Background: an optimization exercise with open tools, aiming at a short achievable clock period and few clock cycles. Do not read the settings as production practice. In this exercise RTL edits were held to simulation tests only and were not proved equivalent to the original.

==> flow/design.v (excerpt) <==
module cpu_top #(
    parameter cpu_pkg::word_t RESET_ADDRESS = 32'h0
) (
    input  logic               clock,
    input  logic               reset,
    output cpu_pkg::word_t     memory_address,
    input  cpu_pkg::word_t     memory_data_in,
    output cpu_pkg::word_t     memory_data_out,
    output cpu_pkg::mem_size_t memory_data_size,
    output logic               memory_enable,
    output logic               memory_operation,  
    input  logic               memory_ready
);
    cpu_pkg::word_t       instruction;
    logic                 is_load;
    logic                 is_store;
    logic                 is_branch;
    logic                 is_jal;
    logic                 is_jalr;
    logic                 is_op;
    logic                 writes_rd;
    cpu_pkg::result_sel_t result_sel;
    logic                 alu_sub;
    logic                 alu_signed;
    cpu_pkg::word_t       imm_addr;
    cpu_pkg::word_t       imm_pc;
    cpu_pkg::word_t       imm_alu;
    cpu_pkg::reg_index_t  rs1;
    cpu_pkg::reg_index_t  rs2;
    cpu_pkg::word_t       rs1_data;
    cpu_pkg::word_t       rs2_data;
    logic                 write_enable;
    cpu_pkg::reg_index_t  rd;
    cpu_pkg::word_t       rd_data;
    cpu_pkg::result_sel_t ex_sel;
  ...
==> flow/config.mk <==
export PLATFORM = sky130hd
export DESIGN_NAME = cpu_top
export DESIGN_NICKNAME = cpu_top
export VERILOG_FILES = /design/flow/design.v
export SDC_FILE = /design/flow/constraint.sdc
export NUM_CORES = 4
export LEC_CHECK = 0
export ABC_CLOCK_PERIOD_IN_PS = 3000
export CAP_MARGIN = 40
export CELL_PAD_IN_SITES_DETAIL_PLACEMENT = 2
export CELL_PAD_IN_SITES_GLOBAL_PLACEMENT = 2
export CORE_MARGIN = 2
export CORE_UTILIZATION = 30
export PLACE_DENSITY = 0.45
export SETUP_SLACK_MARGIN = 5
export SLEW_MARGIN = 40
export TNS_END_PERCENT = 100
==> flow/constraint.sdc <==
create_clock -name core_clock -period 11.0 [get_ports {clock}]
set_input_delay 2.2000 -clock core_clock [delete_from_list [all_inputs] [get_ports {clock}]]
set_output_delay 2.2000 -clock core_clock [all_outputs]
set_load 0.01 [all_outputs]
standard.sh (not shown) runs the stock make flow with config.mk's settings and CLKGATE_MAP_FILE= SYNTH_SCRIPT=/design/flow/synth_recipe.tcl, a recipe that flattens the netlist after the stock synthesis.
==> flow/flow/run.sh <==
#!/bin/bash
# Standard layout with two changes to how it is made: the port buffers are
# buf_8 instead of the default cell, and timing repair aims 6.3 ns below the period.
set -euo pipefail
bash standard.sh "BUFFER_PORTS_ARGS=-buffer_cell sky130_fd_sc_hd__buf_8" SETUP_SLACK_MARGIN=6.3 finish > standard_make.log 2>&1
Testbench counts at the start, summed over its fixed seeds: cycles 25,033.
==> next run, changes <==
--- a/flow/design.v
+++ b/flow/design.v
@@ -380,21 +380,21 @@
                         bus_next      = BUS_REQ;
                         bus_data_next = 1'b0;
                         bus_pf_next   = 1'b0;
                     end else begin
                         bus_next      = BUS_IDLE;
                     end
                 end
             end
         endcase
     end
-    assign e_exec   = e_valid && (bus_idle || (bus_pf && e_nobus_q));
+    assign e_exec   = e_valid && (bus_idle || ((bus_pf || op_q) && e_nobus_q));
     assign e_demand = e_demand_q;
     assign nobus_next = !(is_load || is_store || is_jal || is_jalr || is_branch) && hit_next;
     assign pf_go    = bus_idle && pf_ok_q && !e_demand;
     assign pf_done  = (bus_state == BUS_WAIT) && bus_pf && memory_ready;
     always_comb begin
         if (pf_done)                             pf_addr_next = pf_addr + cpu_pkg::INSTR_BYTES;
         else if (fetch_wait && addr_q >= pf_addr) pf_addr_next = addr_q + cpu_pkg::INSTR_BYTES;
         else                                     pf_addr_next = pf_addr;
     end
     assign c_ok     = !redirect && c_hit;
@@ -484,23 +484,23 @@
         else                          static_address = ex_link;
     end
     assign exec_address = static_address;
     assign memory_address   = (bus_idle && e_demand) ? static_address : addr_q;
     assign memory_data_size = (bus_idle && e_demand) ? (mem_q ? cpu_pkg::mem_size_t'(funct3_q[1:0])
                                                               : cpu_pkg::SIZE_WORD)
                                                      : size_q;
     assign memory_operation = (bus_idle && e_demand) ? store_q : op_q;
     assign store_value      = (bus_idle && e_demand) ? ex_b : sdata_q;
     assign load_funct3      = m_funct3;
-    assign rd           = data_wait_q ? m_rd : rd_q;
+    assign rd           = (data_wait_q && m_load) ? m_rd : rd_q;
     assign write_enable = (e_exec && wr_q) || (data_wait_q && memory_ready && m_load);
-    assign rd_data      = data_wait_q ? load_data : ex_result;
+    assign rd_data      = (data_wait_q && m_load) ? load_data : ex_result;
     always_ff @(posedge clock or posedge reset) begin
         if (reset) begin
             bus_state   <= BUS_REQ;
             bus_data    <= 1'b0;
             bus_idle_q  <= 1'b0;
             fetch_wait_q <= 1'b0;
             data_wait_q <= 1'b0;
             bus_pf      <= 1'b0;
             pf_addr     <= RESET_ADDRESS + cpu_pkg::INSTR_BYTES;
             pf_ok_q     <= 1'b0;
The new run completed without violations.
First-iteration DRC count decreases by a little under a tenth.
Die area decreases slightly.
Utilization increases by 0.18 points.
Final area decreases slightly.
Clock skew barely changes.
Non-clock buffer count increases by 16.
Testbench counts after the change, summed over its fixed seeds: cycles 24,823.

-- what the ideal ports hide --
The results above use ideal ports. As a check the final layouts listed here were re-extracted and re-timed, cells and wires unchanged. Step 1 (the two cells are an assumption about what drives the block):
set clk [get_ports {clock}]
set_driving_cell -lib_cell sky130_fd_sc_hd__clkbuf_16 $clk
set_driving_cell -lib_cell sky130_fd_sc_hd__buf_2 [delete_from_list [all_inputs] $clk]
Step 2 adds t to the input delays and takes it off the output delays; t is the mean of the earliest and latest rising clock arrival at the registers after step 1. Input paths then give back, and output paths get back, about the clock's delay inside the block. Slacks: no drivers / after step 1 / after step 2; pairs: no drivers / after step 1.
run	t, ns	slack for setup (ns)	hold WS [ns]	cell pins on the clock port's net
the first run	1.157	5.461 / 5.316 / 4.588	0.458 / 0.458 / 0.458	1
the second run	1.171	5.568 / 5.433 / 4.442	0.412 / 0.412 / 0.412	1
After both steps setup and hold are still met in every run listed. The setup slack of the second run, which loses most, moves by -0.135 ns with the drivers and by -1.126 ns with both steps.
